What follows belongs to an exercise in optimizing a design on an open flow for small area, a short achievable clock period and few clock cycles per item; a production flow would make more cautious choices.
Where RTL was checked, it was by simulation tests only, not by an equivalence proof against the original.
Function not checked in runs 1 and 2: the RTL went through the layout flow alone.
Power figures rest on the tool's default switching activity, not on a simulated workload.

==> flow/constraint.sdc <==
create_clock -name core_clock -period 6.5 [get_ports {clk}]
set_input_delay 1.3000 -clock core_clock [delete_from_list [all_inputs] [get_ports {clk}]]
set_output_delay 1.3000 -clock core_clock [all_outputs]
set_load 0.01 [all_outputs]
==> flow/run.sh <==
#!/bin/bash
# synth_recipe.tcl (not shown) runs the flow's synth.tcl, then flattens the netlist and writes it again
# the make line also repeats each setting of config.mk as NAME=value (left out here)
make -C /OpenROAD-flow-scripts/flow DESIGN_CONFIG=/design/flow/config.mk WORK_HOME=/design/flow/orfs CLKGATE_MAP_FILE= SYNTH_SCRIPT=/design/flow/synth_recipe.tcl finish
==> flow/config.mk <==
export PLATFORM = sky130hd
export DESIGN_NAME = round_robin_task_scheduler_top
export DESIGN_NICKNAME = round_robin_task_scheduler_top
export VERILOG_FILES = /design/flow/design.v
export SDC_FILE = /design/flow/constraint.sdc
export NUM_CORES = 4
export LEC_CHECK = 0
export CAP_MARGIN = 20
export CORE_MARGIN = 2
export CORE_UTILIZATION = 40
export PLACE_DENSITY = 0.6
export SETUP_SLACK_MARGIN = 3.8
export SLEW_MARGIN = 20
==> flow/design.v <==
package rrts_pkg;
    localparam int TASK_ID_W = 4;
    localparam int SLEEP_MS_W = 31;
    localparam int TICK_MS_W = 10;
    localparam int NUM_IDS = 1 << TASK_ID_W;
    localparam logic [1:0] CMD_TICK  = 2'd0;
    localparam logic [1:0] CMD_SPAWN = 2'd1;
    localparam logic [1:0] CMD_YIELD = 2'd2;
    localparam logic [1:0] CMD_SLEEP = 2'd3;
    localparam logic [TICK_MS_W-1:0] MS_PER_TICK_RESET = 10'd10;
endpackage
module round_robin_task_scheduler_top #(
    parameter int MAX_TASKS = 16
) (
    input  logic                  clk,
    input  logic                  rst_n,
    input  logic                  cmd_valid,
    output logic                  cmd_ready,
    input  logic [1:0]            cmd_op,
    input  logic [rrts_pkg::TASK_ID_W-1:0]  cmd_task_id,
    input  logic [rrts_pkg::SLEEP_MS_W-1:0] cmd_sleep_ms,
    output logic                  res_valid,
    input  logic                  res_ready,
    output logic [rrts_pkg::TASK_ID_W-1:0]  res_running_task,
    output logic                  res_idle,
    input  logic                  cfg_valid,
    output logic                  cfg_ready,
    input  logic [rrts_pkg::TICK_MS_W-1:0]  cfg_ms_per_tick
);
    localparam int N  = 16;
    localparam int MW = rrts_pkg::SLEEP_MS_W;
    localparam int TW = rrts_pkg::TICK_MS_W;
    localparam int KW = TW + 2;
    function automatic logic [MW-1:0] add_ms(input logic [MW-1:0] x, input logic [MW-1:0] y,
                                             input logic cin);
        logic [MW-1:0] g, p, gg, pp;
        g  = x & y;
        p  = x ^ y;
        gg = g;
        gg[0] = g[0] | (p[0] & cin);
        pp = p;
        for (int d = 1; d < MW; d = d * 2)
        begin
            for (int i = MW - 1; i >= 0; i--)
            begin
                if (((i / d) % 2) == 1)
                begin
                    gg[i] = gg[i] | (pp[i] & gg[(i / d) * d - 1]);
                    pp[i] = pp[i] & pp[(i / d) * d - 1];
                end
            end
        end
        add_ms = p ^ {gg[MW-2:0], cin};
    endfunction
    function automatic logic le_k(input logic [KW-1:0] a, input logic [KW-1:0] b);
        logic [15:0] gt, eq;
        gt = 16'(a & ~b);
        eq = {{(16 - KW){1'b1}}, ~(a ^ b)};
        for (int d = 1; d < 16; d = d * 2)
        begin
            for (int i = 0; i < 16; i = i + 2 * d)
            begin
                gt[i] = gt[i + d] | (eq[i + d] & gt[i]);
                eq[i] = eq[i + d] & eq[i];
            end
        end
        le_k = !gt[0];
    endfunction
    logic           a_valid;
    logic [1:0]     a_op;
    logic [3:0]     a_id;
    logic [MW-1:0]  a_ms;
    logic [N-1:0]   rdy, slp, run_oh;
    logic [3:0]     run_id;
    logic [N-1:0]   ex;
    logic [2:0]     cnt [N];
    logic [N-1:0]   bef_q [N];       
    logic [MW-1:0]  elapsed;
    logic [MW-1:0]  ring [N];
    logic [3:0]     ph;
    logic [TW-1:0]  mpt;
    logic [KW-1:0]  mul3;
    logic           cfg_q;
    logic [TW-1:0]  cfg_val_q;
    logic           amb_q;
    logic           e1_v, e1_t, e1_hi0;
    logic [3:0]     e1_id;
    logic [KW-1:0]  e1_lo;
    logic [1:0]     f_cnt;
    logic [4:0]     f0, f1;
    logic           is_tick, is_spawn, is_yield, is_sleep;
    logic           idle;
    logic [N-1:0]   id_oh;
    logic [N-1:0]   c_one, c_two;
    logic           fire;
    logic           f_pop;
    logic [N-1:0]   wake;
    logic           spawn_ok, sleep_ok, rot;
    logic [N-1:0]   q;
    logic [N-1:0]   head;
    logic [3:0]     head_id;
    logic [N-1:0]   mv, m2;
    logic           tk;
    assign is_tick  = (a_op == rrts_pkg::CMD_TICK);
    assign is_spawn = (a_op == rrts_pkg::CMD_SPAWN);
    assign is_yield = (a_op == rrts_pkg::CMD_YIELD);
    assign is_sleep = (a_op == rrts_pkg::CMD_SLEEP);
    assign idle     = (run_oh == '0);
    always_comb
    begin
        for (int i = 0; i < N; i++)
        begin
            id_oh[i] = (a_id == 4'(i));
            c_one[i] = (cnt[i] == 3'd1);
            c_two[i] = (cnt[i] == 3'd2);
        end
    end
    assign fire  = a_valid && (f_cnt != 2'd2) && !(is_tick && amb_q);
    assign cmd_ready = !a_valid || fire;
    assign tk       = fire && is_tick;
    assign wake     = slp & ex & c_one;
    assign spawn_ok = fire && is_spawn && !(|(id_oh & (rdy | slp)));
    assign sleep_ok = fire && is_sleep && !idle;
    assign rot      = fire && (is_tick || is_yield || (is_sleep && !idle));
    always_comb
    begin
        if (is_tick)
            q = (rdy != '0) ? rdy : wake;
        else if (is_sleep)
            q = rdy & ~run_oh;
        else
            q = rdy;
    end
    function automatic logic bef(input int i, input int j);
        if (i < j)      bef = bef_q[i][j];
        else if (i > j) bef = !bef_q[j][i];
        else            bef = 1'b0;
    endfunction
    always_comb
    begin
        for (int i = 0; i < N; i++)
        begin
            head[i] = q[i];
            for (int j = 0; j < N; j++)
            begin
                if (j != i)
                begin
                    head[i] = head[i] & (!q[j] || bef(i, j));
                end
            end
        end
        head_id = '0;
        for (int i = 0; i < N; i++)
        begin
            if (head[i]) head_id = head_id | 4'(i);
        end
    end
    assign mv = spawn_ok ? id_oh : (sleep_ok ? run_oh : (tk ? wake : '0));
    assign m2 = rot ? head : '0;
    logic [MW-1:0]  rem;
    logic [KW-1:0]  mul1, mul2, mul4;
    logic           le1, le2, le3, le4;
    logic [2:0]     e2_base, e2_cnt;
    logic           e2_ex;
    logic [N-1:0]   e1_oh;
    logic [N-1:0]   e2_we;
    logic [N-1:0]   amb_n;
    logic           ms_le1;
    logic [3:0]     wpos;
    logic           cfg_chg;
    logic [MW-1:0]  dl_new;
    assign mul1 = KW'(mpt);
    assign mul2 = KW'(mpt) << 1;
    assign mul4 = KW'(mpt) << 2;
    assign rem    = add_ms(ring[0], ~elapsed, 1'b1);
    assign le1    = e1_hi0 && le_k(e1_lo, mul1);
    assign le2    = e1_hi0 && le_k(e1_lo, mul2);
    assign le3    = e1_hi0 && le_k(e1_lo, mul3);
    assign le4    = e1_hi0 && le_k(e1_lo, mul4);
    assign e2_ex  = le4;
    assign e2_base = (le1 ? 3'd1 : le2 ? 3'd2 : le3 ? 3'd3 : le4 ? 3'd4 : 3'd5)
                     - {2'b0, e1_t};
    assign e2_cnt = tk ? (e2_base - 3'd1) : e2_base;
    assign ms_le1  = (a_ms[MW-1:TW] == '0) && (a_ms[TW-1:0] <= mpt);
    assign wpos    = run_id - ph - 4'd1;
    assign dl_new  = add_ms(elapsed, a_ms, 1'b0);
    assign cfg_chg = cfg_q && (cfg_val_q != mpt);
    always_comb
    begin
        for (int i = 0; i < N; i++)
        begin
            e1_oh[i] = (e1_id == 4'(i));
        end
    end
    assign e2_we = {N{e1_v}} & e1_oh & slp & ~(wake & {N{tk}});
    assign amb_n = ({N{cfg_chg}} & slp)
                 | (slp & ~ex & ~e2_we & (tk ? c_two : c_one));
    logic [4:0]     res_new;
    logic [1:0]     f_wpos;
    assign f_pop   = (f_cnt != 2'd0) && res_ready;
    assign res_new = rot ? {(head == '0), head_id} : {idle, run_id};
    assign f_wpos  = f_cnt - {1'b0, f_pop};
    assign res_valid        = (f_cnt != 2'd0);
    assign res_running_task = f0[3:0];
    assign res_idle         = f0[4];
    assign cfg_ready        = 1'b1;
    always_ff @(posedge clk or negedge rst_n)
    begin
        if (!rst_n)
        begin
            a_valid <= 1'b0;
            rdy     <= '0;
            slp     <= '0;
            run_oh  <= '0;
            run_id  <= '0;
            ph      <= '0;
            mpt     <= rrts_pkg::MS_PER_TICK_RESET;
            mul3    <= KW'(3 * rrts_pkg::MS_PER_TICK_RESET);
            cfg_q   <= 1'b0;
            amb_q   <= 1'b0;
            e1_v    <= 1'b0;
            f_cnt   <= '0;
        end
        else
        begin
            if (cmd_ready)
            begin
                a_valid <= cmd_valid;
            end
            if (spawn_ok)
            begin
                rdy <= rdy | id_oh;
            end
            else if (sleep_ok)
            begin
                rdy <= rdy & ~run_oh;
                slp <= slp | run_oh;
            end
            else if (tk)
            begin
                rdy <= rdy | wake;
                slp <= slp & ~wake;
            end
            if (rot)
            begin
                run_oh <= head;
                run_id <= head_id;
            end
            ph <= ph + 4'd1;
            cfg_q <= cfg_valid;
            if (cfg_q)
            begin
                mpt  <= cfg_val_q;
                mul3 <= (KW'(cfg_val_q) << 1) + KW'(cfg_val_q);
            end
            amb_q <= |amb_n;
            e1_v  <= sleep_ok || (slp[ph] && !(tk && wake[ph]));
            f_cnt <= f_cnt + {1'b0, fire} - {1'b0, f_pop};
        end
    end
    always_ff @(posedge clk)
    begin
        if (cmd_ready)
        begin
            a_op <= cmd_op;
            a_id <= cmd_task_id;
            a_ms <= cmd_sleep_ms;
        end
        cfg_val_q <= cfg_ms_per_tick;
        if (tk)
        begin
            elapsed <= add_ms(elapsed, MW'(mpt), 1'b0);
        end
        e1_t <= tk;
        if (sleep_ok)
        begin
            e1_id  <= run_id;
            e1_hi0 <= (a_ms[MW-1:KW] == '0);
            e1_lo  <= a_ms[KW-1:0];
        end
        else
        begin
            e1_id  <= ph;
            e1_hi0 <= (rem[MW-1:KW] == '0);
            e1_lo  <= rem[KW-1:0];
        end
        for (int p = 0; p < N; p++)
        begin
            if (sleep_ok && wpos == 4'(p))
                ring[p] <= dl_new;
            else
                ring[p] <= ring[(p + 1) % N];
        end
        for (int i = 0; i < N; i++)
        begin
            if (sleep_ok && run_oh[i])
            begin
                cnt[i] <= ms_le1 ? 3'd1 : 3'd2;
                ex[i]  <= ms_le1;
            end
            else if (cfg_chg)
            begin
                cnt[i] <= 3'd1;
                ex[i]  <= 1'b0;
            end
            else if (e2_we[i])
            begin
                cnt[i] <= e2_cnt;
                ex[i]  <= e2_ex;
            end
            else if (tk && slp[i])
            begin
                cnt[i] <= cnt[i] - 3'd1;
            end
        end
        for (int i = 0; i < N; i++)
        begin
            for (int j = i + 1; j < N; j++)
            begin
                if (m2[j])
                    bef_q[i][j] <= 1'b1;
                else if (m2[i])
                    bef_q[i][j] <= 1'b0;
                else if (mv[j] && !mv[i])
                    bef_q[i][j] <= 1'b1;
                else if (mv[i] && !mv[j])
                    bef_q[i][j] <= 1'b0;
            end
        end
        if (fire && f_wpos == 2'd0)
            f0 <= res_new;
        else if (f_pop)
            f0 <= f1;
        if (fire && f_wpos == 2'd1)
            f1 <= res_new;
    end
endmodule
==> results of run 1 <==
[final timing paths]
check	slack [ns]	start	to	depth (start not counted)
min in group asynchronous	0.59	rst_n	slp[1]$_DFFE_PN0P_	1
max	2.49	elapsed[11]$_DFFE_PP_	e1_hi0$_DFF_P_	16
min reg2reg	0.41	ring[6][10]$_DFF_P_	ring[5][10]$_DFF_P_	2
max in group asynchronous	4.65	rst_n	run_oh[4]$_DFFE_PN0P_	2
min	0.41	ring[6][10]$_DFF_P_	ring[5][10]$_DFF_P_	2
max reg2reg	2.49	elapsed[11]$_DFFE_PP_	e1_hi0$_DFF_P_	16
[sequential cells by signal (all words and copies together) (netlist names), 16 cells and up]
name	count
cnt	48
elapsed	31
rdy	16
a_ms	31
slp	16
run_oh	16
ring	496
bef_q	120
ex	16
[stage by stage]
step,util,hold slack (ns),instance area (sq um)
final,0.569,0.407,55700
after global routing,0.569,0.433,55700
after CTS,0.526,0.410,51500
after detailed placement,0.425,0.410,41600
after global placement,0.425,0.403,41600
after floorplan,-,0.401,40300
[cell usage after synthesis (all sizes together) (9+ instances only)]
master	number	share of area
inv	147	0.014
mux2	104	0.030
nand4	25	0.0044
nor4	28	0.0053
o2111ai	12	0.0027
maj3	120	0.030
o21bai	10	0.0019
and2	15	0.0024
dfxtp	644	0.33
xnor2	61	0.014
clkbuf	229	0.022
nor3	27	0.0036
o31a	9	0.0020
and3	27	0.0044
nand2	810	0.077
ha	187	0.059
edfxtp	142	0.11
a22oi	12	0.0023
dfrtp	77	0.049
or2	9	0.0014
a222oi	9	0.0023
o21a	25	0.0048
nand2b	19	0.0030
a21o	79	0.015
a211oi	19	0.0037
o22ai	43	0.0068
a221oi	26	0.0059
nor2	152	0.014
o221ai	17	0.0038
xor2	41	0.0091
a21oi	117	0.015
a22o	10	0.0022
a32o	9	0.0023
nand4b	17	0.0038
fa	16	0.0081
a221o	26	0.0066
nor2b	15	0.0024
a32oi	15	0.0033
mux4	10	0.0057
buf	24	0.0043
o31ai	17	0.0056
o21ai	541	0.069
mux2i	24	0.0061
nand3	74	0.0094
a2111oi	12	0.0027
[repair_timing]
item,in CTS,in global routing
pin swaps,333,318
gates resized for setup,886,605
cloned,58,45
endpoints found under the setup margin,873,776
buffers inserted,303,152
[area by class of cell]
class / instances / area (sq um) / area share
clock inverter: 30 / 392 / 0.00703
clock buffer: 138 / 2800 / 0.0502
sequential: 869 / 19300 / 0.346
timing repair buffer: 629 / 7660 / 0.137
tap: 1287 / 1610 / 0.0289
multi-input combinational: 2912 / 23400 / 0.420
inverter: 148 / 596 / 0.0107
antenna: 1 / 2.50 / 0.0000449
[report_power, final]
group	leakage (nW)	total (W)	internal (W)	switching, W
sequential	7.69	0.00947	0.00760	0.00187
clock	1.56	0.00554	0.00317	0.00238
combinational	14.4	0.0149	0.00681	0.00807
total	23.6	0.0299	0.0176	0.0123
[critical path: stages (launching register included)]
cell and delay, ns:
edfxtp_1 0.49, inv_1 0.13, ha_1 0.35, or2_2 0.34, o31ai_1 0.16, nand2b_1 0.28
o21ai_2 0.08, a21o_1 0.21, fa_1 0.38, xnor2_1 0.17, o21ai_0 0.11, nor4_1 0.15
o21ai_1 0.09, nor3_1 0.16, o211ai_1 0.13, or4_4 0.47, o31ai_2 0.22
[kinds of logic after synthesis]
group / count (synthesis) / share of synthesized area
and+or+nand+nor: 1255 / 0.140
AOI/OAI and AO/OA: 1061 / 0.169
DFF: 869 / 0.489
buffers and inverters: 401 / 0.0402
adders and majority gates: 323 / 0.0980
muxes: 138 / 0.0416
xor gates and xnor gates: 102 / 0.0227
other: 1 / 0.0000952
[layer usage]
metal  part of all wire  vias to the layer above
met5            0.00034                        -
met3               0.11                      840
met1               0.37                    17500
met2               0.44                     2456
met4              0.081                        2
li1                   -                    15800
==> results.txt, run 1 <==
status=failed layout checks; Layout Check Fails=capacitance limit, slew limit; Tot GR Track Use=0.279; Final Wtd Congestion=1.03; die area=101000 sq um; Max Cap Viol=1; Inst Count DP=5287; Final Hold Viols=0; Setup crit end kind=flop; first-pass GRT wire length=216000 um; Post-Route WL=166000 um; Final Setup Violations=0; Post-CTS Hold Buffers=0; initial antenna violation count=2; Vias/cell=6.10; clock-pin slew on the worst setup and hold paths=0.06 ns; global-route layer with the greatest usage=met2; CP Data Required Time=7.10 ns; Seq cells post-synth=869; Via Count=36.7k; startpoint types=flop; core area=98000 sq um; vias in the first global route=33.2k; fin. max-slew vios=11; routing usage on met2=0.440; layout cells sized above 1=0.354; most frequent cells in the layout=nand2_1, dfxtp_1, buf_4; setup_tns=0 ns; PD cells=536 nW/um^2; most common cell after layout, fill and taps aside=nand2_1; Gate Count Post-Synth=4150; Die Span Y=318 um; largest net degree at the start of global routing=57; final non-filler cell total=6014; fin crit share=0.618; clk sinks=869; total power=0.0299 W; Max FO, Critical Path=6; library cells used by synthesis=99; Max VDD drop=0.000391 V; normalized max-slew margin=-0.0240; port buffer count=58; Syn-to-layout area delta=41.5%; later-pin clock latency in the skew report=0.71 ns; RSZ-0062 raised after global routing=true; Post-Syn Nets=4405; fmax=0.249 GHz; Lkg Pwr=23.6 nW; Rows=115; H-tree depth=3; post-route antenna net violation count=0; ys flop type=dfxtp_1; number of synthesized flops with an enable pin=142; grt total ovfl=0; Die Width=318 um; Slew @ Worst Pin=1.53 ns; initial DRC count=4727; Avg Synthesized Cell Area=9.49 sq um; met1 GRT Util=0.361; synth warn=4; CTS tree=built; average wire per standard cell=27.6 um; drt drc=0; final worst slack=2.49 ns; sequential-to-total area share from yosys stat=0.489; Initial Util=0.402; WP data arrival=4.62 ns; # IOs=60; drt pass-1 iters=13; Worst Skew=0.0533 ns; CTS root buf=clkbuf_16; CTS Buf Count=91; Crit Path Category=flop to flop; pre-CTS setup slack=1.87 ns; netlist area before placement=39400 sq um; minimum clock period=4.01 ns; final net count=4906; Async SR Flop Fraction=0.0955; Bufs on Longest Clock Path=3; Layout fillers=7919; GR Util met3=0.0648; DP HPWL=79600 um; hold crit path type=flop to flop
==> inputs of run 2 (changes only) <==
--- a/flow/config.mk
+++ b/flow/config.mk
@@ -10,4 +10,4 @@
 export CORE_UTILIZATION = 40
 export PLACE_DENSITY = 0.6
-export SETUP_SLACK_MARGIN = 3.8
+export SETUP_SLACK_MARGIN = 3.0
 export SLEW_MARGIN = 20
==> run 2 against run 1 <==
- the run now finishes clean
- clock power fell by 2%
- combinational power fell by 36%
- register-to-register slack better by 0.05 ns
- cell count decreased by 6.0%
- worst hold slack worse by 0.0037 ns
- sequential power shrank 0.5%
- flip-flop and latch count unchanged
- first-iteration DRC count is 32% lower
- area after synthesis stayed put
==> results.txt, run 2 <==
final non-filler cell total=5652; port buffer count=58; PD cells=516 nW/um^2; vias in the first global route=30.2k; RSZ-0062 raised after global routing=true; library cells used by synthesis=99; clock-pin slew on the worst setup and hold paths=0.06 ns; dpl cell area=41300 sq um; Tot GR Track Use=0.242; R2R Setup Slk=2.53 ns; sw frac=0.394; H-tree depth=3; initial antenna violation count=0; minimum clock period=3.97 ns; Seq cells post-synth=869; DP HPWL=81700 um; Max stage delay on crit path=0.55 ns; Crit Path Category=flop to flop; Avg Synthesized Cell Area=9.49 sq um; Post-Route WL=126000 um; Util after Layout=0.483; Die Width=318 um; Setup crit end kind=flop; status=timing/DRC/antenna clean; post-route antenna net violation count=0; Initial Util=0.402; fin crit share=0.611; Die Span Y=318 um; hold crit path type=flop to flop; CTS tree=built; leading area contributor after synthesis=dfxtp_1; top-count cell post-synth=nand2_1; Post-Syn Nets=4405; average wire per standard cell=22.3 um; Worst Skew=0.0481 ns; worst hold path depth=2; synth cell count leaders=nand2_1, dfxtp_1, o21ai_0; most common cell after layout, fill and taps aside=nand2_1; CTS root buf=clkbuf_16; Comb pwr share=0.393; fin area=47300 sq um; ys flop type=dfxtp_1; Hold Path End=ring[5][11]$_DFF_P_; Lkg Pwr=19.8 nW; setup_tns=0 ns; Int Pwr=0.0148 W; WP data arrival=4.41 ns; sequential-to-total area share from yosys stat=0.489; largest net degree at the start of global routing=76; layout cells sized above 1=0.175; netlist area before placement=39400 sq um; fin. max-slew vios=0; Async SR Flop Fraction=0.0955; number of synthesized flops with an enable pin=142; fmax=0.252 GHz; normalized max-slew margin=0.217; Inst Count DP=5301; Final Hold Viols=0; Final Wtd Congestion=1.03; reg2reg end=cnt[9][1]$_DFFE_PP_; Rows=115; core area=98000 sq um; drt pass-1 iters=6; Buf+Inv Stages, Crit Path=2; hold slack=0.403 ns; initial DRC count=3233; Gate Count Post-Synth=4150; first-pass GRT wire length=190000 um; crit path cell chain=inv_4 > ha_4 > o21a_1 > o21a_1 > o21a_1 > o21a_1 > o21ai_2 > a21oi_2 > nor4bb_2 > o21ai_1 > a21boi_2 > ha_4 > ha_4 > ha_4 > mux2i_4 > clkbuf_16 > nand2_1 > o21ai_1 > a32o_1; die area=101000 sq um; Layout fillers=9174; Psw=0.00963 W; Vias/cell=5.63; Max Cap Viol=0; hold_sp=ring[6][11]$_DFF_P_; Slew @ Worst Pin=1.17 ns; Syn-to-layout area delta=20.1%; largest cells by area after synthesis=dfxtp_1, edfxtp_1, nand2_1, o21ai_0, ha_1; Yosys top cell area share=0.327; Via Count=31.8k; CP Data Required Time=6.94 ns; clock share of power=0.221; synth warn=4; flip-flop count of the largest register after layout=496; slowest stage cell, crit path=dfstp_2; Bufs on Longest Clock Path=3; startpoint types=flop; Reg2Reg Depth=19; R2R Path Start=mpt[1]$_DFFE_PN1P_; final net count=4543; later-pin clock latency in the skew report=0.69 ns; Final Setup Violations=0; top flop regs=ring: 496 flops, bef_q: 120 flops, cnt: 48 flops; clk sinks=869; Max FO, Critical Path=8; drt drc=0; # IOs=60; Worst path top cell family by delay=compound AO/OA/AOI/OAI gates; CTS Buf Count=90; Post-CTS Hold Buffers=0; most frequent cells in the layout=nand2_1, dfxtp_1, o21ai_0; grt total ovfl=0; Max VDD drop=0.000323 V; Reg with most FFs=ring; sequential power share=0.386
-- run 2: cell types whose count changed in the layout (fill, tap and decap cells not counted), moves of 60 or more --
cell	previous run	this run
o21ai_0	166	502
o21ai_1	157	26
buf_4	265	189
maj3_2	113	0
nand2_1	714	774
maj3_1	7	120
o21ai_2	211	10
buf_6	162	20
-- run 2: power groups by stage --
stage	sequential [W]	clock (W)	combinational (W)
after floorplan	0.00845	0	0.00576
after global placement	0.00941	0	0.00755
after detailed placement	0.00939	0	0.00761
after CTS	0.00932	0.00551	0.00851
after global routing	0.00954	0.00572	0.0105
final	0.00942	0.00541	0.00960
-- run 2: layout make-up --
cell class	count	area, sq um	share of cell area
well taps	1287	1610	0.0340
inverters	148	558	0.0118
clock buffers	130	2640	0.0559
repair buffers	294	2730	0.0577
multi-input cells	2885	20000	0.423
flip-flops and latches	869	19300	0.407
clock inverters	37	473	0.0100
diodes	2	5.00	0.000106
-- run 2: metal layers --
layer  global-route usage  vias up  share of wire
met5                    0        -              0
met4                0.107        0          0.051
met3               0.0511      407          0.077
met2                0.380     1372           0.44
met1                0.321    15100           0.43
li1                     -    14900              -
-- run 2: how the worst max path moves through the flow --
stage	from	to	slack (ns)	cells past startpoint
2_1_floorplan	mul3[0]$_DFFE_PN0P_	cnt[1][2]$_SDFFCE_PP0P_	2.78	20
3_3_place_gp	a_op[0]$_DFFE_PP_	f0[4]$_DFFE_PP_	2.07	10
3_5_place_dp	a_op[0]$_DFFE_PP_	f0[4]$_DFFE_PP_	1.96	10
4_1_cts	elapsed[0]$_DFFE_PP_	e1_hi0$_DFF_P_	2.56	18
5_1_grt	mul3[0]$_DFFE_PN0P_	cnt[9][1]$_DFFE_PP_	2.35	20
6_report	mpt[1]$_DFFE_PN1P_	cnt[9][1]$_DFFE_PP_	2.53	19
-- run 2: cell families (layout without fill, tap and decap cells) --
kind of cell             after synthesis  after routing  synth area share
AND/OR/NAND/NOR                     1255           1260             0.140
multiplexers                         138            138            0.0416
XOR/XNOR                             102            102            0.0227
other                                  1              3         0.0000952
adder cells (fa/ha/maj)              323            323            0.0980
flip-flops                           869            869             0.489
buffers and inverters                401            609            0.0402
AO/OA/AOI/OAI                       1061           1061             0.169
-- run 2: metrics by stage --
step | setup WS [ns] | total power [W]
floorplan | 2.78 | 0.0142
global placement | 2.07 | 0.0170
detailed placement | 1.96 | 0.0170
CTS | 2.56 | 0.0233
global route | 2.35 | 0.0258
finish | 2.53 | 0.0244
-- run 2: tightest hold or removal path, stage by stage (launching register included) --
cell and delay (ns):
dfxtp_1 0.31, nand2_1 0.04, o21ai_0 0.05
-- run 2: what timing repair did --
action                                  in CTS  in global routing
endpoints found under the setup margin     530                403
buffers inserted                            87                 83
gates cloned                                 6                  5
pin swaps                                   50                 58
resized for setup                          155                135
==> inputs of run 3 (changes only) <==
--- a/flow/design.v
+++ b/flow/design.v
@@ -68,5 +68,7 @@
     endfunction
     logic           a_valid;
-    logic [1:0]     a_op;
+    logic           a_tick, a_spawn, a_yield, a_sleep;
+    logic           cmd_rdy_q;
+    logic           rdy_nz;
     logic [3:0]     a_id;
     logic [MW-1:0]  a_ms;
@@ -87,5 +89,5 @@
     logic [3:0]     e1_id;
     logic [KW-1:0]  e1_lo;
-    logic [1:0]     f_cnt;
+    logic           f_v0, f_v1;
     logic [4:0]     f0, f1;
     logic           is_tick, is_spawn, is_yield, is_sleep;
@@ -102,8 +104,8 @@
     logic [N-1:0]   mv, m2;
     logic           tk;
-    assign is_tick  = (a_op == rrts_pkg::CMD_TICK);
-    assign is_spawn = (a_op == rrts_pkg::CMD_SPAWN);
-    assign is_yield = (a_op == rrts_pkg::CMD_YIELD);
-    assign is_sleep = (a_op == rrts_pkg::CMD_SLEEP);
+    assign is_tick  = a_tick;
+    assign is_spawn = a_spawn;
+    assign is_yield = a_yield;
+    assign is_sleep = a_sleep;
     assign idle     = (run_oh == '0);
     always_comb
@@ -116,6 +118,6 @@
         end
     end
-    assign fire  = a_valid && (f_cnt != 2'd2) && !(is_tick && amb_q);
-    assign cmd_ready = !a_valid || fire;
+    assign fire  = a_valid && !f_v1 && !(is_tick && amb_q);
+    assign cmd_ready = cmd_rdy_q;
     assign tk       = fire && is_tick;
     assign wake     = slp & ex & c_one;
@@ -126,5 +128,5 @@
     begin
         if (is_tick)
-            q = (rdy != '0) ? rdy : wake;
+            q = rdy_nz ? rdy : wake;
         else if (is_sleep)
             q = rdy & ~run_oh;
@@ -158,8 +160,10 @@
     assign mv = spawn_ok ? id_oh : (sleep_ok ? run_oh : (tk ? wake : '0));
     assign m2 = rot ? head : '0;
-    logic [MW-1:0]  rem;
+    logic [KW:0]    rem_lo;
+    logic [MW-KW-1:0] el_hi1;
+    logic           rem_hi0;
     logic [KW-1:0]  mul1, mul2, mul4;
     logic           le1, le2, le3, le4;
-    logic [2:0]     e2_base, e2_cnt;
+    logic [2:0]     e2_c0, e2_c1, e2_c2, e2_cnt;
     logic           e2_ex;
     logic [N-1:0]   e1_oh;
@@ -173,5 +177,8 @@
     assign mul2 = KW'(mpt) << 1;
     assign mul4 = KW'(mpt) << 2;
-    assign rem    = add_ms(ring[0], ~elapsed, 1'b1);
+    assign rem_lo  = {1'b0, ring[0][KW-1:0]} - {1'b0, elapsed[KW-1:0]};
+    assign el_hi1  = elapsed[MW-1:KW] + 1'b1;
+    assign rem_hi0 = rem_lo[KW] ? (ring[0][MW-1:KW] == el_hi1)
+                                : (ring[0][MW-1:KW] == elapsed[MW-1:KW]);
     assign le1    = e1_hi0 && le_k(e1_lo, mul1);
     assign le2    = e1_hi0 && le_k(e1_lo, mul2);
@@ -179,7 +186,8 @@
     assign le4    = e1_hi0 && le_k(e1_lo, mul4);
     assign e2_ex  = le4;
-    assign e2_base = (le1 ? 3'd1 : le2 ? 3'd2 : le3 ? 3'd3 : le4 ? 3'd4 : 3'd5)
-                     - {2'b0, e1_t};
-    assign e2_cnt = tk ? (e2_base - 3'd1) : e2_base;
+    assign e2_c0  = le1 ? 3'd1 : le2 ? 3'd2 : le3 ? 3'd3 : le4 ? 3'd4 : 3'd5;
+    assign e2_c1  = le1 ? 3'd0 : le2 ? 3'd1 : le3 ? 3'd2 : le4 ? 3'd3 : 3'd4;
+    assign e2_c2  = le2 ? 3'd0 : le3 ? 3'd1 : le4 ? 3'd2 : 3'd3;
+    assign e2_cnt = tk ? (e1_t ? e2_c2 : e2_c1) : (e1_t ? e2_c1 : e2_c0);
     assign ms_le1  = (a_ms[MW-1:TW] == '0) && (a_ms[TW-1:0] <= mpt);
     assign wpos    = run_id - ph - 4'd1;
@@ -197,9 +205,33 @@
                  | (slp & ~ex & ~e2_we & (tk ? c_two : c_one));
     logic [4:0]     res_new;
-    logic [1:0]     f_wpos;
-    assign f_pop   = (f_cnt != 2'd0) && res_ready;
-    assign res_new = rot ? {(head == '0), head_id} : {idle, run_id};
-    assign f_wpos  = f_cnt - {1'b0, f_pop};
-    assign res_valid        = (f_cnt != 2'd0);
+    logic           f_v0_n, f_v1_n;
+    logic           a_valid_n, a_tick_n;
+    logic [N-1:0]   rdy_n, slp_n;
+    assign f_pop   = f_v0 && res_ready;
+    assign res_new = rot ? {(q == '0), head_id} : {idle, run_id};
+    assign f_v0_n  = fire || f_v1 || (f_v0 && !f_pop);
+    assign f_v1_n  = (f_v1 && !f_pop) || (fire && f_v0 && !f_pop);
+    assign a_valid_n = cmd_rdy_q ? cmd_valid : a_valid;
+    assign a_tick_n  = cmd_rdy_q ? (cmd_op == rrts_pkg::CMD_TICK) : a_tick;
+    always_comb
+    begin
+        rdy_n = rdy;
+        slp_n = slp;
+        if (spawn_ok)
+        begin
+            rdy_n = rdy | id_oh;
+        end
+        else if (sleep_ok)
+        begin
+            rdy_n = rdy & ~run_oh;
+            slp_n = slp | run_oh;
+        end
+        else if (tk)
+        begin
+            rdy_n = rdy | wake;
+            slp_n = slp & ~wake;
+        end
+    end
+    assign res_valid        = f_v0;
     assign res_running_task = f0[3:0];
     assign res_idle         = f0[4];
@@ -220,26 +252,15 @@
             amb_q   <= 1'b0;
             e1_v    <= 1'b0;
-            f_cnt   <= '0;
+            f_v0    <= 1'b0;
+            f_v1    <= 1'b0;
+            cmd_rdy_q <= 1'b1;
+            rdy_nz  <= 1'b0;
         end
         else
         begin
-            if (cmd_ready)
-            begin
-                a_valid <= cmd_valid;
-            end
-            if (spawn_ok)
-            begin
-                rdy <= rdy | id_oh;
-            end
-            else if (sleep_ok)
-            begin
-                rdy <= rdy & ~run_oh;
-                slp <= slp | run_oh;
-            end
-            else if (tk)
-            begin
-                rdy <= rdy | wake;
-                slp <= slp & ~wake;
-            end
+            a_valid <= a_valid_n;
+            rdy     <= rdy_n;
+            slp     <= slp_n;
+            rdy_nz  <= (rdy_n != '0);
             if (rot)
             begin
@@ -256,5 +277,7 @@
             amb_q <= |amb_n;
             e1_v  <= sleep_ok || (slp[ph] && !(tk && wake[ph]));
-            f_cnt <= f_cnt + {1'b0, fire} - {1'b0, f_pop};
+            f_v0  <= f_v0_n;
+            f_v1  <= f_v1_n;
+            cmd_rdy_q <= !a_valid_n || (!f_v1_n && !(a_tick_n && (|amb_n)));
         end
     end
@@ -263,5 +286,8 @@
         if (cmd_ready)
         begin
-            a_op <= cmd_op;
+            a_tick  <= (cmd_op == rrts_pkg::CMD_TICK);
+            a_spawn <= (cmd_op == rrts_pkg::CMD_SPAWN);
+            a_yield <= (cmd_op == rrts_pkg::CMD_YIELD);
+            a_sleep <= (cmd_op == rrts_pkg::CMD_SLEEP);
             a_id <= cmd_task_id;
             a_ms <= cmd_sleep_ms;
@@ -282,6 +308,6 @@
         begin
             e1_id  <= ph;
-            e1_hi0 <= (rem[MW-1:KW] == '0);
-            e1_lo  <= rem[KW-1:0];
+            e1_hi0 <= rem_hi0;
+            e1_lo  <= rem_lo[KW-1:0];
         end
         for (int p = 0; p < N; p++)
@@ -328,9 +354,9 @@
             end
         end
-        if (fire && f_wpos == 2'd0)
+        if (fire && (!f_v0 || f_pop))
             f0 <= res_new;
-        else if (f_pop)
+        else if (f_pop && f_v1)
             f0 <= f1;
-        if (fire && f_wpos == 2'd1)
+        if (fire && f_v0 && !f_pop)
             f1 <= res_new;
     end
==> run 3 against run 2 <==
- area after synthesis fell by 0.42%
- register-to-register slack better by 0.41 ns
- critical path type unchanged
- critical endpoint is now rdy_nz$_DFF_PN0_
- die area decreased by 0.42%
- global-route usage fell by 0.90 points
==> results.txt, run 3 <==
Bufs on Longest Clock Path=3; initial DRC count=3149; Rows=114; Syn-to-layout area delta=16.8%; core area=97000 sq um; Initial Util=0.404; Slew @ Worst Pin=0.911 ns; largest family of logic cells by synthesized area=simple AND/OR/NAND/NOR gates; hold crit path type=flop to flop; Die Width=317 um; slowest stage cell, crit path=dfrtp_1; number of synthesized flops with an enable pin=143; CP Data Required Time=7.03 ns; ant diodes=0; post-route antenna net violation count=0; fin crit share=0.547; crit path cell chain=nor4_1 > nand4_1 > nand2_4 > nor2_4 > buf_4 > buf_6 > and3_1 > o22ai_1 > nor4_1 > nand4b_1 > or4_1; Seq cells post-synth=873; status=timing/DRC/antenna clean; library cells used by synthesis=94; synth cell count leaders=nand2_1, dfxtp_1, o21ai_0; Tot GR Track Use=0.233; layout cells sized above 1=0.129; Vias/cell=5.52; vias in the first global route=29.7k; Via Count=31.4k; Final Setup Violations=0; fin. max-slew vios=0; H-tree depth=3; clk sinks=873; minimum clock period=3.56 ns; post-synthesis adder-cell area fraction=0.0851; mux cell area share after synthesis=0.0299; Worst Skew=0.0253 ns; Avg Synthesized Cell Area=9.18 sq um; Layout fillers=9073; Setup crit end kind=flop; initial antenna violation count=0; final net count=4577; flip-flop count of the largest register after layout=496; drt pass-1 iters=6; Post-Route WL=120000 um; ys flop type=dfxtp_1; Post-CTS Hold Buffers=0; Max VDD drop=0.000214 V; leading area contributor after synthesis=dfxtp_1; most frequent cells in the layout=nand2_1, dfxtp_1, o21ai_0; CTS tree=built; fmax=0.281 GHz; startpoint types=flop; most common cell after layout, fill and taps aside=nand2_1; Reg with most FFs=ring; Buf+Inv Stages, Crit Path=2; CTS root buf=clkbuf_16; Worst path top cell family by delay=simple AND/OR/NAND/NOR gates; total power=0.0213 W; Max stage delay on crit path=0.68 ns; drt drc=0; Post-Syn Nets=4504; CTS Buf Count=90; Max Cap Viol=0; clock-pin slew on the worst setup and hold paths=0.06 ns; simple-gate share of the synthesized area=0.172; WP data arrival=4.09 ns; port buffer count=58; Crit. Startpoint=run_oh[8]$_DFFE_PN0P_; Async SR Flop Fraction=0.0974; grt total ovfl=0; synth warn=4; Yosys top cell area share=0.329; normalized max-slew margin=0.393; most used cell, CP=nor4_1; average wire per standard cell=21.0 um; Lkg Pwr=18.9 nW; Die Span Y=317 um; top-count cell post-synth=nand2_1; Final Wtd Congestion=0.946; Gate Count Post-Synth=4274; hold_sp=ring[7][21]$_DFF_P_; RSZ-0062 raised after global routing=true; largest net degree at the start of global routing=63; first-pass GRT wire length=182000 um; complex-gate fraction of the synthesized area=0.155; R2R Path Start=run_oh[8]$_DFFE_PN0P_; largest cells by area after synthesis=dfxtp_1, edfxtp_1, nand2_1, o21ai_0, ha_1; Final Hold Viols=0; later-pin clock latency in the skew report=0.67 ns; PD cells=464 nW/um^2; netlist area before placement=39200 sq um; Max FO, Critical Path=36; # IOs=60; DP HPWL=78400 um; die area=101000 sq um; top flop regs=ring: 496 flops, bef_q: 120 flops, cnt: 48 flops; XOR/XNOR Fraction of Synth Area=0.0261; Crit Path Category=flop to flop; sequential-to-total area share from yosys stat=0.493; setup_tns=0 ns
[run 3: changes by cell type after synthesis, moves of 31 or more]
cell,before,now
nand2_1,810,912
nor2_1,152,226
maj3_1,120,67
mux2_2,104,52
o21ai_0,536,497
clkbuf_1,229,197
maj3_2,0,31
[run 3: kinds of logic after synthesis]
kind of cell    after synthesis
simple gates               1534
compound gates              996
flops                       873
buf+inv                     379
fa+ha+maj                   276
xor+xnor                    117
mux                          98
other cells                   1
[run 3: metal layers]
metal  vias up  wire length, um  share of wire  GRT usage
met4         0             3890          0.033     0.0768
met1     14900            55600           0.46      0.339
met2      1200            51100           0.43      0.350
met3       254             9000          0.075     0.0394
met5         -                0              0          0
li1      15100                -              -          -
[run 3: repair_timing]
action | in CTS | in global routing
setup buffers | 47 | 45
setup endpoints to repair | 471 | 412
gates resized for setup | 73 | 92
cloned | 5 | 4
pin swaps | 16 | 20
[run 3: worst min-delay path, stage by stage (launching register included)]
cell     delay (ns)
dfxtp_1        0.30
nand2_1        0.04
o21ai_0        0.05
[run 3: metrics by stage]
| step | utilization | std cells | hold WS, ns | setup WS [ns] | area (sq um) |
|---|---|---|---|---|---|
| 3_3_place_gp | 0.422 | 5428 | 0.403 | 2.36 | 40900 |
| 6_report | 0.472 | 5698 | 0.411 | 2.94 | 45800 |
| 2_1_floorplan | - | 4274 | 0.399 | 3.18 | 39200 |
| 3_5_place_dp | 0.422 | 5429 | 0.405 | 2.16 | 41000 |
| 4_1_cts | 0.463 | 5648 | 0.412 | 2.87 | 44900 |
| 5_1_grt | 0.472 | 5698 | 0.437 | 2.79 | 45800 |
[run 3: cell type report]
class	count	area (sq um)	share of cell area
repair buffers	220	2040	0.0446
clock inverters	34	310	0.00677
well taps	1276	1600	0.0348
multi-input cells	3029	19200	0.420
inverters	133	509	0.0111
flip-flops and latches	873	19300	0.422
clock buffers	133	2790	0.0608
[run 3: power breakdown]
part,internal [W],switching [W]
clock network,0.00311,0.00227
logic,0.00275,0.00414
registers,0.00760,0.00141
[run 3: final timing paths]
kind / to / slack, ns / depth (start not counted)
min reg2reg: ring[6][21]$_DFF_P_ / 0.41 / 2
min: ring[6][21]$_DFF_P_ / 0.41 / 2
max reg2reg: rdy_nz$_DFF_PN0_ / 2.94 / 11
max in group asynchronous: mul3[0]$_DFFE_PN0P_ / 4.71 / 2
min in group asynchronous: amb_q$_DFF_PN0_ / 0.66 / 1
max: rdy_nz$_DFF_PN0_ / 2.94 / 11
Testbench counts of run 3, summed over its fixed seeds: cycles 13,137, items 12,800.
==> inputs of run 4 (changes only) <==
--- a/flow/design.v
+++ b/flow/design.v
@@ -70,4 +70,9 @@
     logic           a_tick, a_spawn, a_yield, a_sleep;
     logic           cmd_rdy_q;
+    logic           fire_q;
+    logic           a_inlist;        
+    logic           a_le1;           
+    logic           a_le2;           
+    logic           idle_q;
     logic           rdy_nz;
     logic [3:0]     a_id;
@@ -76,4 +81,5 @@
     logic [3:0]     run_id;
     logic [N-1:0]   ex;
+    logic [N-1:0]   due;             
     logic [2:0]     cnt [N];
     logic [N-1:0]   bef_q [N];       
@@ -81,12 +87,18 @@
     logic [MW-1:0]  ring [N];
     logic [3:0]     ph;
+    logic           w_v;             
+    logic [3:0]     w_pos;
+    logic [MW-1:0]  w_dl;
     logic [TW-1:0]  mpt;
     logic [KW-1:0]  mul3;
-    logic           cfg_q;
-    logic [TW-1:0]  cfg_val_q;
+    logic           cfg_chg;         
     logic           amb_q;
     logic           e1_v, e1_t, e1_hi0;
     logic [3:0]     e1_id;
     logic [KW-1:0]  e1_lo;
+    logic           e2_v;
+    logic [1:0]     e2_t;
+    logic [3:0]     e2_id;
+    logic [4:1]     e2_le;
     logic           f_v0, f_v1;
     logic [4:0]     f0, f1;
@@ -108,5 +120,5 @@
     assign is_yield = a_yield;
     assign is_sleep = a_sleep;
-    assign idle     = (run_oh == '0);
+    assign idle     = idle_q;
     always_comb
     begin
@@ -118,9 +130,9 @@
         end
     end
-    assign fire  = a_valid && !f_v1 && !(is_tick && amb_q);
+    assign fire  = fire_q;
     assign cmd_ready = cmd_rdy_q;
     assign tk       = fire && is_tick;
-    assign wake     = slp & ex & c_one;
-    assign spawn_ok = fire && is_spawn && !(|(id_oh & (rdy | slp)));
+    assign wake     = slp & due;
+    assign spawn_ok = fire && is_spawn && !a_inlist;
     assign sleep_ok = fire && is_sleep && !idle;
     assign rot      = fire && (is_tick || is_yield || (is_sleep && !idle));
@@ -166,5 +178,5 @@
     logic           le1, le2, le3, le4;
     logic [2:0]     e2_c0, e2_c1, e2_c2, e2_cnt;
-    logic           e2_ex;
+    logic           e2_ex, e2_due;
     logic [N-1:0]   e1_oh;
     logic [N-1:0]   e2_we;
@@ -172,5 +184,4 @@
     logic           ms_le1;
     logic [3:0]     wpos;
-    logic           cfg_chg;
     logic [MW-1:0]  dl_new;
     assign mul1 = KW'(mpt);
@@ -185,26 +196,44 @@
     assign le3    = e1_hi0 && le_k(e1_lo, mul3);
     assign le4    = e1_hi0 && le_k(e1_lo, mul4);
-    assign e2_ex  = le4;
-    assign e2_c0  = le1 ? 3'd1 : le2 ? 3'd2 : le3 ? 3'd3 : le4 ? 3'd4 : 3'd5;
-    assign e2_c1  = le1 ? 3'd0 : le2 ? 3'd1 : le3 ? 3'd2 : le4 ? 3'd3 : 3'd4;
-    assign e2_c2  = le2 ? 3'd0 : le3 ? 3'd1 : le4 ? 3'd2 : 3'd3;
-    assign e2_cnt = tk ? (e1_t ? e2_c2 : e2_c1) : (e1_t ? e2_c1 : e2_c0);
-    assign ms_le1  = (a_ms[MW-1:TW] == '0) && (a_ms[TW-1:0] <= mpt);
-    assign wpos    = run_id - ph - 4'd1;
+    assign e2_ex  = e2_le[4];
+    logic [2:0]     e3_c [4];
+    logic [3:0]     e3_due;
+    logic [2:0]     e3_ca, e3_cb;
+    logic           e3_da, e3_db;
+    always_comb
+    begin
+        for (int d = 0; d < 4; d++)
+        begin
+            if (e2_le[1])      e3_c[d] = 3'(1 - d);
+            else if (e2_le[2]) e3_c[d] = 3'(2 - d);
+            else if (e2_le[3]) e3_c[d] = 3'(3 - d);
+            else if (e2_le[4]) e3_c[d] = 3'(4 - d);
+            else               e3_c[d] = 3'(5 - d);
+            e3_due[d] = e2_le[d + 1] && ((d == 0) || !e2_le[d]);
+        end
+    end
+    assign e3_ca  = e3_c[e2_t];
+    assign e3_cb  = e3_c[e2_t + 2'd1];
+    assign e3_da  = e3_due[e2_t];
+    assign e3_db  = e3_due[e2_t + 2'd1];
+    assign e2_cnt = tk ? e3_cb : e3_ca;
+    assign e2_due = tk ? e3_db : e3_da;
+    assign ms_le1  = a_le1;
+    assign wpos    = run_id - ph - 4'd2;
     assign dl_new  = add_ms(elapsed, a_ms, 1'b0);
-    assign cfg_chg = cfg_q && (cfg_val_q != mpt);
     always_comb
     begin
         for (int i = 0; i < N; i++)
         begin
-            e1_oh[i] = (e1_id == 4'(i));
+            e1_oh[i] = (e2_id == 4'(i));
         end
     end
-    assign e2_we = {N{e1_v}} & e1_oh & slp & ~(wake & {N{tk}});
+    assign e2_we = {N{e2_v}} & e1_oh & slp & ~(wake & {N{tk}});
     assign amb_n = ({N{cfg_chg}} & slp)
                  | (slp & ~ex & ~e2_we & (tk ? c_two : c_one));
     logic [4:0]     res_new;
     logic           f_v0_n, f_v1_n;
-    logic           a_valid_n, a_tick_n;
+    logic           a_valid_n, a_tick_n, amb_any, fire_n;
+    logic [N-1:0]   cid_oh;
     logic [N-1:0]   rdy_n, slp_n;
     assign f_pop   = f_v0 && res_ready;
@@ -214,4 +243,13 @@
     assign a_valid_n = cmd_rdy_q ? cmd_valid : a_valid;
     assign a_tick_n  = cmd_rdy_q ? (cmd_op == rrts_pkg::CMD_TICK) : a_tick;
+    assign amb_any   = |amb_n;
+    assign fire_n    = a_valid_n && !f_v1_n && !(a_tick_n && amb_any);
+    always_comb
+    begin
+        for (int i = 0; i < N; i++)
+        begin
+            cid_oh[i] = (cmd_task_id == 4'(i));
+        end
+    end
     always_comb
     begin
@@ -249,10 +287,14 @@
             mpt     <= rrts_pkg::MS_PER_TICK_RESET;
             mul3    <= KW'(3 * rrts_pkg::MS_PER_TICK_RESET);
-            cfg_q   <= 1'b0;
+            cfg_chg <= 1'b0;
             amb_q   <= 1'b0;
             e1_v    <= 1'b0;
+            e2_v    <= 1'b0;
+            w_v     <= 1'b0;
             f_v0    <= 1'b0;
             f_v1    <= 1'b0;
             cmd_rdy_q <= 1'b1;
+            fire_q  <= 1'b0;
+            idle_q  <= 1'b1;
             rdy_nz  <= 1'b0;
         end
@@ -267,17 +309,21 @@
                 run_oh <= head;
                 run_id <= head_id;
+                idle_q <= (q == '0);
             end
             ph <= ph + 4'd1;
-            cfg_q <= cfg_valid;
-            if (cfg_q)
+            cfg_chg <= cfg_valid && (cfg_ms_per_tick != mpt);
+            if (cfg_valid)
             begin
-                mpt  <= cfg_val_q;
-                mul3 <= (KW'(cfg_val_q) << 1) + KW'(cfg_val_q);
+                mpt  <= cfg_ms_per_tick;
+                mul3 <= (KW'(cfg_ms_per_tick) << 1) + KW'(cfg_ms_per_tick);
             end
             amb_q <= |amb_n;
-            e1_v  <= sleep_ok || (slp[ph] && !(tk && wake[ph]));
+            e1_v  <= sleep_ok || (slp[ph] && !(tk && wake[ph]) && !(w_v && w_pos == 4'd15));
+            w_v   <= sleep_ok;
+            e2_v  <= e1_v;
             f_v0  <= f_v0_n;
             f_v1  <= f_v1_n;
-            cmd_rdy_q <= !a_valid_n || (!f_v1_n && !(a_tick_n && (|amb_n)));
+            cmd_rdy_q <= !a_valid_n || fire_n;
+            fire_q  <= fire_n;
         end
     end
@@ -290,8 +336,10 @@
             a_yield <= (cmd_op == rrts_pkg::CMD_YIELD);
             a_sleep <= (cmd_op == rrts_pkg::CMD_SLEEP);
+            a_inlist <= |(cid_oh & (rdy_n | slp_n));
+            a_le1   <= (cmd_sleep_ms[MW-1:TW] == '0) && (cmd_sleep_ms[TW-1:0] <= mpt);
+            a_le2   <= (cmd_sleep_ms[MW-1:TW+1] == '0) && (cmd_sleep_ms[TW:0] <= {mpt, 1'b0});
             a_id <= cmd_task_id;
             a_ms <= cmd_sleep_ms;
         end
-        cfg_val_q <= cfg_ms_per_tick;
         if (tk)
         begin
@@ -299,4 +347,7 @@
         end
         e1_t <= tk;
+        e2_t  <= {1'b0, e1_t} + {1'b0, tk};
+        e2_id <= e1_id;
+        e2_le <= {le4, le3, le2, le1};
         if (sleep_ok)
         begin
@@ -311,8 +362,10 @@
             e1_lo  <= rem_lo[KW-1:0];
         end
+        w_pos <= wpos;
+        w_dl  <= dl_new;
         for (int p = 0; p < N; p++)
         begin
-            if (sleep_ok && wpos == 4'(p))
-                ring[p] <= dl_new;
+            if (w_v && w_pos == 4'(p))
+                ring[p] <= w_dl;
             else
                 ring[p] <= ring[(p + 1) % N];
@@ -322,6 +375,7 @@
             if (sleep_ok && run_oh[i])
             begin
-                cnt[i] <= ms_le1 ? 3'd1 : 3'd2;
-                ex[i]  <= ms_le1;
+                cnt[i] <= ms_le1 ? 3'd1 : (a_le2 ? 3'd2 : 3'd3);
+                ex[i]  <= a_le2;
+                due[i] <= ms_le1;
             end
             else if (cfg_chg)
@@ -329,4 +383,5 @@
                 cnt[i] <= 3'd1;
                 ex[i]  <= 1'b0;
+                due[i] <= 1'b0;
             end
             else if (e2_we[i])
@@ -334,8 +389,10 @@
                 cnt[i] <= e2_cnt;
                 ex[i]  <= e2_ex;
+                due[i] <= e2_due;
             end
             else if (tk && slp[i])
             begin
                 cnt[i] <= cnt[i] - 3'd1;
+                due[i] <= ex[i] && c_two[i];
             end
         end
--- a/flow/config.mk
+++ b/flow/config.mk
@@ -6,8 +6,11 @@
 export NUM_CORES = 4
 export LEC_CHECK = 0
+export ABC_AREA = 1
 export CAP_MARGIN = 20
 export CORE_MARGIN = 2
-export CORE_UTILIZATION = 40
-export PLACE_DENSITY = 0.6
-export SETUP_SLACK_MARGIN = 3.0
+export CORE_UTILIZATION = 45
+export CTS_CLUSTER_DIAMETER = 60
+export CTS_CLUSTER_SIZE = 24
+export PLACE_DENSITY = 0.65
+export SETUP_SLACK_MARGIN = 3.9
 export SLEW_MARGIN = 20
==> run 4 against run 3 <==
- clock skew up 0.0058 ns
- utilization up 4.7 points
- sequential power is 2% higher
- wire length is 12% higher
- clock power down 6.0%
- cell count is 19% higher
- global-route usage grew 3.0 points
- count of clock-buffer cells in the layout shrank 49
==> results.txt, run 4 <==
Lkg Pwr=22.1 nW; Tot GR Track Use=0.263; ant diodes=0; Buf+Inv Stages, Crit Path=2; final net count=5712; Yosys top cell area share=0.315; Post-CTS Hold Buffers=0; sw frac=0.406; top-count cell post-synth=nand2_1; WP data arrival=1.45 ns; # IOs=60; top flop regs=ring: 496 flops, bef_q: 120 flops, cnt: 48 flops; later-pin clock latency in the skew report=0.68 ns; core area=95000 sq um; Crit Path Category=flop to output pin; Comb pwr share=0.361; Syn-to-layout area delta=14.3%; H-tree depth=3; Reg with most FFs=ring; most common cell after layout, fill and taps aside=nand2_1; Initial Util=0.455; sequential power share=0.413; hold crit path type=flop to flop; die area=98500 sq um; CTS root buf=clkbuf_16; Max FO, Critical Path=2; most frequent cells in the layout=nand2_1, dfxtp_1, o21ai_0; drt drc=0; leading area contributor after synthesis=dfxtp_1; flip-flop count of the largest register after layout=496; grt total ovfl=0; clock-pin slew on the worst setup and hold paths=0.08 ns; Vias/cell=5.51; sequential-to-total area share from yosys stat=0.479; Via Count=37.4k; Avg Synthesized Cell Area=7.95 sq um; normalized max-slew margin=0.393; Slew @ Worst Pin=0.910 ns; Seq cells post-synth=930; RSZ-0062 raised after global routing=true; Setup crit end kind=output pin; average wire per standard cell=19.8 um; crit path cell chain=buf_12 > buf_6; hold slack=0.321 ns; Die Width=314 um; ys flop type=dfxtp_1; Post-Route WL=134000 um; status=timing/DRC/antenna clean; Int Pwr=0.0132 W; total power=0.0223 W; post-route antenna net violation count=0; Max stage delay on crit path=0.56 ns; Max VDD drop=0.000240 V; largest net degree at the start of global routing=63; library cells used by synthesis=57; fmax=0.363 GHz; synth warn=6; CTS tree=built; Final Hold Viols=0; synth cell count leaders=nand2_1, dfxtp_1, o21ai_0; fin. max-slew vios=0; startpoint types=flop; Max Cap Viol=0; layout cells sized above 1=0.103; Die Span Y=314 um; CP Data Required Time=5.20 ns; Final Wtd Congestion=1.06; netlist area before placement=43200 sq um; first-pass GRT wire length=202000 um; Psw=0.00906 W; Rows=113; Worst Skew=0.0310 ns; Async SR Flop Fraction=0.0946; number of synthesized flops with an enable pin=162; drt pass-1 iters=6; Post-Syn Nets=5679; Bufs on Longest Clock Path=3; initial antenna violation count=4; CTS Buf Count=78; Gate Count Post-Synth=5433; largest cells by area after synthesis=dfxtp_1, nand2_1, edfxtp_1, o21ai_0, ha_1; clock share of power=0.226; Final Setup Violations=0; vias in the first global route=34.4k; port buffer count=58; Layout fillers=8986; PD cells=452 nW/um^2; initial DRC count=3814; slowest stage cell, crit path=dfstp_2; clk sinks=930; DP HPWL=87700 um; minimum clock period=2.75 ns; Util after Layout=0.520; fin crit share=0.423; setup_tns=0 ns; Worst path top cell family by delay=flip-flops
run 4: cell types whose count changed after synthesis, moves of 36 or more:
cell	before	now
a21o_1	56	8
nand2_1	912	1312
maj3_1	67	13
o21ai_0	497	641
o211ai_1	31	87
mux2_2	52	1
buf_2	27	66
nor2_1	226	363
nand3_1	97	293
inv_1	132	583
a21oi_1	117	263
mux2i_1	36	0
run 4: area by class of cell:
type                            count  area [sq um]  area share
Multi-Input combinational cell   3647         20200       0.409
Tap cell                         1265          1580      0.0320
Sequential cell                   930         20700       0.419
Clock buffer                       84          2020      0.0408
Inverter                          605          2330      0.0471
Clock inverter                     58           687      0.0139
Timing Repair Buffer              204          1890      0.0382
run 4: path summary, 6_finish.rpt:
check | endpoint | start | depth (start not counted) | slack [ns]
worst max-delay path | cmd_ready | cmd_rdy_q$_DFF_PN1_ | 2 | 3.75
worst min-delay path | e2_id[3]$_DFF_P_ | e1_id[3]$_DFF_P_ | 0 | 0.32
worst max register to register | elapsed[6]$_DFFE_PP_ | elapsed[0]$_DFFE_PP_ | 18 | 3.80
worst min register to register | e2_id[3]$_DFF_P_ | e1_id[3]$_DFF_P_ | 0 | 0.32
max in group asynchronous | f_v0$_DFF_PN0_ | rst_n | 2 | 4.69
min in group asynchronous | mpt[2]$_DFFE_PN0P_ | rst_n | 1 | 0.73
run 4: kinds of logic (layout without fill, tap and decap cells):
logic type | count (synthesis) | in the layout | synth area share
compound gates | 1182 | 1184 | 0.152
xor+xnor | 84 | 84 | 0.0170
fa+ha+maj | 207 | 207 | 0.0613
buf+inv | 866 | 951 | 0.0796
flops | 930 | 930 | 0.479
mux | 1 | 1 | 0.000261
other cells | 1 | 1 | 0.0000868
simple gates | 2162 | 2170 | 0.211
run 4: power by group through the flow:
stage / logic, W / clock network, W / registers (W)
after CTS: 0.00748 / 0.00511 / 0.00917
after global routing: 0.00893 / 0.00532 / 0.00938
after global placement: 0.00701 / 0 / 0.00925
after floorplan: 0.00522 / 0 / 0.00885
final: 0.00804 / 0.00505 / 0.00921
after detailed placement: 0.00714 / 0 / 0.00925
run 4: layer usage:
metal  global-route usage  part of all wire
met3               0.0464             0.079
met5                    0           0.00016
met1                0.352              0.43
met4                0.103             0.046
met2                0.422              0.45
run 4: timing repair:
| item | in CTS | in global routing |
|---|---|---|
| resized for setup | 159 | 160 |
| pin swaps | 14 | 34 |
| cloned | 5 | 8 |
| setup endpoints to repair | 325 | 225 |
| setup buffers | 51 | 54 |
run 4: metrics by stage:
stage | cell area [sq um] | setup WS, ns | std cells
after global routing | 49400 | 3.68 | 6793
after floorplan | 43300 | 3.81 | 5433
after global placement | 44600 | 2.73 | 6532
after CTS | 48300 | 3.71 | 6731
final | 49400 | 3.75 | 6793
after detailed placement | 44600 | 2.69 | 6533
Testbench counts of run 4, summed over its fixed seeds: cycles 13,116, items 12,800.
==> inputs of run 5 (changes only) <==
--- a/flow/design.v
+++ b/flow/design.v
@@ -71,5 +71,6 @@
     logic           cmd_rdy_q;
     logic           fire_q;
-    logic           a_inlist;        
+    logic           a_hold_q;        
+    logic           tk_q, sp_q, sl_q, rot_q;
     logic           a_le1;           
     logic           a_le2;           
@@ -132,9 +133,9 @@
     assign fire  = fire_q;
     assign cmd_ready = cmd_rdy_q;
-    assign tk       = fire && is_tick;
+    assign tk       = tk_q;
     assign wake     = slp & due;
-    assign spawn_ok = fire && is_spawn && !a_inlist;
-    assign sleep_ok = fire && is_sleep && !idle;
-    assign rot      = fire && (is_tick || is_yield || (is_sleep && !idle));
+    assign spawn_ok = sp_q;
+    assign sleep_ok = sl_q;
+    assign rot      = rot_q;
     always_comb
     begin
@@ -235,5 +236,6 @@
     logic           f_v0_n, f_v1_n;
     logic           a_valid_n, a_tick_n, amb_any, fire_n;
-    logic [N-1:0]   cid_oh;
+    logic           a_spawn_n, a_yield_n, a_sleep_n, inlist_n, idle_n;
+    logic [3:0]     id_n;
     logic [N-1:0]   rdy_n, slp_n;
     assign f_pop   = f_v0 && res_ready;
@@ -241,17 +243,16 @@
     assign f_v0_n  = fire || f_v1 || (f_v0 && !f_pop);
     assign f_v1_n  = (f_v1 && !f_pop) || (fire && f_v0 && !f_pop);
-    assign a_valid_n = cmd_rdy_q ? cmd_valid : a_valid;
-    assign a_tick_n  = cmd_rdy_q ? (cmd_op == rrts_pkg::CMD_TICK) : a_tick;
+    assign a_valid_n = !a_hold_q ? cmd_valid : a_valid;
+    assign a_tick_n  = !a_hold_q ? (cmd_op == rrts_pkg::CMD_TICK) : a_tick;
+    assign a_spawn_n = !a_hold_q ? (cmd_op == rrts_pkg::CMD_SPAWN) : a_spawn;
+    assign a_yield_n = !a_hold_q ? (cmd_op == rrts_pkg::CMD_YIELD) : a_yield;
+    assign a_sleep_n = !a_hold_q ? (cmd_op == rrts_pkg::CMD_SLEEP) : a_sleep;
+    assign id_n      = !a_hold_q ? cmd_task_id : a_id;
+    assign inlist_n  = rdy_n[id_n] || slp_n[id_n];
+    assign idle_n    = rot ? (q == '0) : idle_q;
     assign amb_any   = |amb_n;
     assign fire_n    = a_valid_n && !f_v1_n && !(a_tick_n && amb_any);
     always_comb
     begin
-        for (int i = 0; i < N; i++)
-        begin
-            cid_oh[i] = (cmd_task_id == 4'(i));
-        end
-    end
-    always_comb
-    begin
         rdy_n = rdy;
         slp_n = slp;
@@ -296,4 +297,9 @@
             cmd_rdy_q <= 1'b1;
             fire_q  <= 1'b0;
+            a_hold_q <= 1'b0;
+            tk_q    <= 1'b0;
+            sp_q    <= 1'b0;
+            sl_q    <= 1'b0;
+            rot_q   <= 1'b0;
             idle_q  <= 1'b1;
             rdy_nz  <= 1'b0;
@@ -309,6 +315,6 @@
                 run_oh <= head;
                 run_id <= head_id;
-                idle_q <= (q == '0);
             end
+            idle_q  <= idle_n;
             ph <= ph + 4'd1;
             cfg_chg <= cfg_valid && (cfg_ms_per_tick != mpt);
@@ -326,9 +332,14 @@
             cmd_rdy_q <= !a_valid_n || fire_n;
             fire_q  <= fire_n;
+            a_hold_q <= a_valid_n && !fire_n;
+            tk_q    <= fire_n && a_tick_n;
+            sp_q    <= fire_n && a_spawn_n && !inlist_n;
+            sl_q    <= fire_n && a_sleep_n && !idle_n;
+            rot_q   <= fire_n && (a_tick_n || a_yield_n || (a_sleep_n && !idle_n));
         end
     end
     always_ff @(posedge clk)
     begin
-        if (cmd_ready)
+        if (!a_hold_q)
         begin
             a_tick  <= (cmd_op == rrts_pkg::CMD_TICK);
@@ -336,5 +347,4 @@
             a_yield <= (cmd_op == rrts_pkg::CMD_YIELD);
             a_sleep <= (cmd_op == rrts_pkg::CMD_SLEEP);
-            a_inlist <= |(cid_oh & (rdy_n | slp_n));
             a_le1   <= (cmd_sleep_ms[MW-1:TW] == '0) && (cmd_sleep_ms[TW-1:0] <= mpt);
             a_le2   <= (cmd_sleep_ms[MW-1:TW+1] == '0) && (cmd_sleep_ms[TW:0] <= {mpt, 1'b0});
==> run 5 against run 4 <==
- still clean
- combinational power is 9.8% higher
- cell area is 0.24% higher
- critical path depth shrank 1
- total power rose by 4.2%
- clock skew hardly changed
- setup slack worse by 0.067 ns
==> results.txt, run 5 <==
H-tree depth=3; Setup crit end kind=output pin; Rows=113; RSZ-0062 raised after global routing=true; Final Hold Viols=0; hold slack=0.324 ns; core area=95300 sq um; clk sinks=934; initial DRC count=4249; average wire per standard cell=19.8 um; Post-Route WL=135000 um; synth warn=6; top-count cell post-synth=nand2_1; layout cells sized above 1=0.104; Buf+Inv Stages, Crit Path=1; normalized max-slew margin=0.243; largest cells by area after synthesis=dfxtp_1, nand2_1, edfxtp_1, o21ai_0, ha_1; synth cell count leaders=nand2_1, dfxtp_1, o21ai_0; initial antenna violation count=2; slowest stage cell, crit path=dfstp_2; startpoint types=flop; status=timing/DRC/antenna clean; Async SR Flop Fraction=0.0996; Tot GR Track Use=0.265; DP HPWL=88100 um; Worst Skew=0.0306 ns; Via Count=38.1k; sequential power share=0.404; Max stage delay on crit path=0.71 ns; FF/Latch Area=20700 sq um; sw frac=0.415; number of synthesized flops with an enable pin=154; fin area=49500 sq um; Final Setup Violations=0; Max FO, Critical Path=1; ys flop type=dfxtp_1; Int Pwr=0.0136 W; port buffer count=58; Gate Count Post-Synth=5493; largest net degree at the start of global routing=63; Syn-to-layout area delta=14.1%; Yosys top cell area share=0.317; Final Wtd Congestion=0.979; vias in the first global route=35.0k; first-pass GRT wire length=206000 um; Max VDD drop=0.000400 V; clock-pin slew on the worst setup and hold paths=0.08 ns; most frequent cells in the layout=nand2_1, dfxtp_1, o21ai_0; # IOs=60; final net count=5771; setup_tns=0 ns; dpl cell area=44700 sq um; fmax=0.355 GHz; Layout fillers=9171; Die Span Y=315 um; sequential-to-total area share from yosys stat=0.477; drt drc=0; drt pass-1 iters=7; PD cells=469 nW/um^2; Worst path top cell family by delay=flip-flops; Avg Synthesized Cell Area=7.90 sq um; fin crit share=0.434; Psw=0.00965 W; post-route antenna net violation count=0; later-pin clock latency in the skew report=0.67 ns; CTS root buf=clkbuf_16; final non-filler cell total=6850; most common cell after layout, fill and taps aside=nand2_1; clock share of power=0.216; netlist area before placement=43400 sq um; Vias/cell=5.57; CTS tree=built; Post-Syn Nets=5739; Comb pwr share=0.380; Die Width=315 um; Lkg Pwr=22.1 nW; flip-flop count of the largest register after layout=496; Slew @ Worst Pin=1.13 ns; CTS Buf Count=77; crit path cell chain=buf_6; minimum clock period=2.82 ns; WP data arrival=1.52 ns; die area=98900 sq um; library cells used by synthesis=62; Reg with most FFs=ring; Crit Path Category=flop to output pin; Inst Count DP=6587; Initial Util=0.455; top flop regs=ring: 496 flops, bef_q: 120 flops, cnt: 48 flops; Bufs on Longest Clock Path=3; leading area contributor after synthesis=dfxtp_1; grt total ovfl=0; fin. max-slew vios=0; area of the multi-input gates=20400 sq um; Seq cells post-synth=934; hold crit path type=flop to flop; Max Cap Viol=0; CP Data Required Time=5.20 ns; ant diodes=0
run 5: cell types whose count changed in the layout (fill, tap and decap cells not counted), moves of 14 or more:
cell and change:
nor2_2 -26, clkinvlp_4 +20, o22ai_1 -16, nand2_1 +85
nor2_4 -14, inv_1 -56, nand4_1 +25, nor2_1 +80
run 5: routing by layer:
metal  vias to the layer above  wire, um  part of all wire  global-route usage
met5                         -        24           0.00018                   0
li1                      18200         -                 -                   -
met1                     17900     57400              0.42               0.354
met3                       411     11400             0.084              0.0505
met2                      1611     60400              0.45               0.421
met4                         4      6250             0.046               0.107
run 5: path summary, 6_finish.rpt:
kind / slack [ns] / startpoint / cells after the start / end
setup reg to reg: 3.86 / elapsed[0]$_DFFE_PP_ / 16 / e1_hi0$_DFF_P_
hold reg to reg: 0.32 / e1_id[1]$_DFF_P_ / 0 / e2_id[1]$_DFF_P_
hold / removal: 0.32 / e1_id[1]$_DFF_P_ / 0 / e2_id[1]$_DFF_P_
max in group asynchronous: 4.56 / rst_n / 2 / cfg_chg$_DFF_PN0_
min in group asynchronous: 0.65 / rst_n / 1 / f_v1$_DFF_PN0_
setup / recovery: 3.68 / cmd_rdy_q$_DFF_PN1_ / 1 / cmd_ready
run 5: what timing repair did:
item	CTS	global route
buffers inserted	45	67
pin swaps	15	23
hold buffers	0	0
endpoints found under the setup margin	294	217
resized for setup	175	133
gates cloned	7	5
run 5: cell families (layout without fill, tap and decap cells):
kind of cell,after synthesis,after routing,share of synthesized area
and+or+nand+nor,2306,2309,0.222
AOI/OAI and AO/OA,1168,1168,0.150
DFF,934,934,0.477
buffers and inverters,811,900,0.0767
adders and majority gates,195,195,0.0582
xor gates and xnor gates,77,77,0.0155
other,1,1,0.0000864
muxes,1,1,0.000317
run 5: final cells by class:
| type | count | share of cell area |
|---|---|---|
| Clock buffer | 84 | 0.0415 |
| Timing Repair Buffer | 211 | 0.0391 |
| Tap cell | 1265 | 0.0320 |
| Multi-Input combinational cell | 3751 | 0.412 |
| Inverter | 544 | 0.0430 |
| Timing Repair inverter | 6 | 0.000834 |
| Clock inverter | 55 | 0.0129 |
| Sequential cell | 934 | 0.419 |
run 5: metrics by stage:
stage          utilization  total power, W  worst slack, ns
3_3_place_gp         0.469          0.0171             2.98
6_report             0.520          0.0232             3.68
2_1_floorplan            -          0.0147             3.81
4_1_cts              0.508          0.0226             3.69
3_5_place_dp         0.469          0.0172             2.93
5_1_grt              0.520          0.0247             3.69
run 5: power by group through the flow:
| stage | sequential [W] | clock, W | combinational (W) |
|---|---|---|---|
| floorplan | 0.00891 | 0 | 0.00575 |
| global placement | 0.00945 | 0 | 0.00762 |
| detailed placement | 0.00946 | 0 | 0.00774 |
| CTS | 0.00935 | 0.00508 | 0.00816 |
| global route | 0.00957 | 0.00528 | 0.00980 |
| finish | 0.00939 | 0.00501 | 0.00883 |
Testbench counts of run 5, summed over its fixed seeds: cycles 13,116, items 12,800.

Check on run 5: ideal ports give 3.681 ns setup slack; a clkbuf_16 on the clock port and buf_2 on the inputs give 3.615 ns; moving port delays by the midpoint clock arrival (0.720 ns) as well gives 3.253 ns.
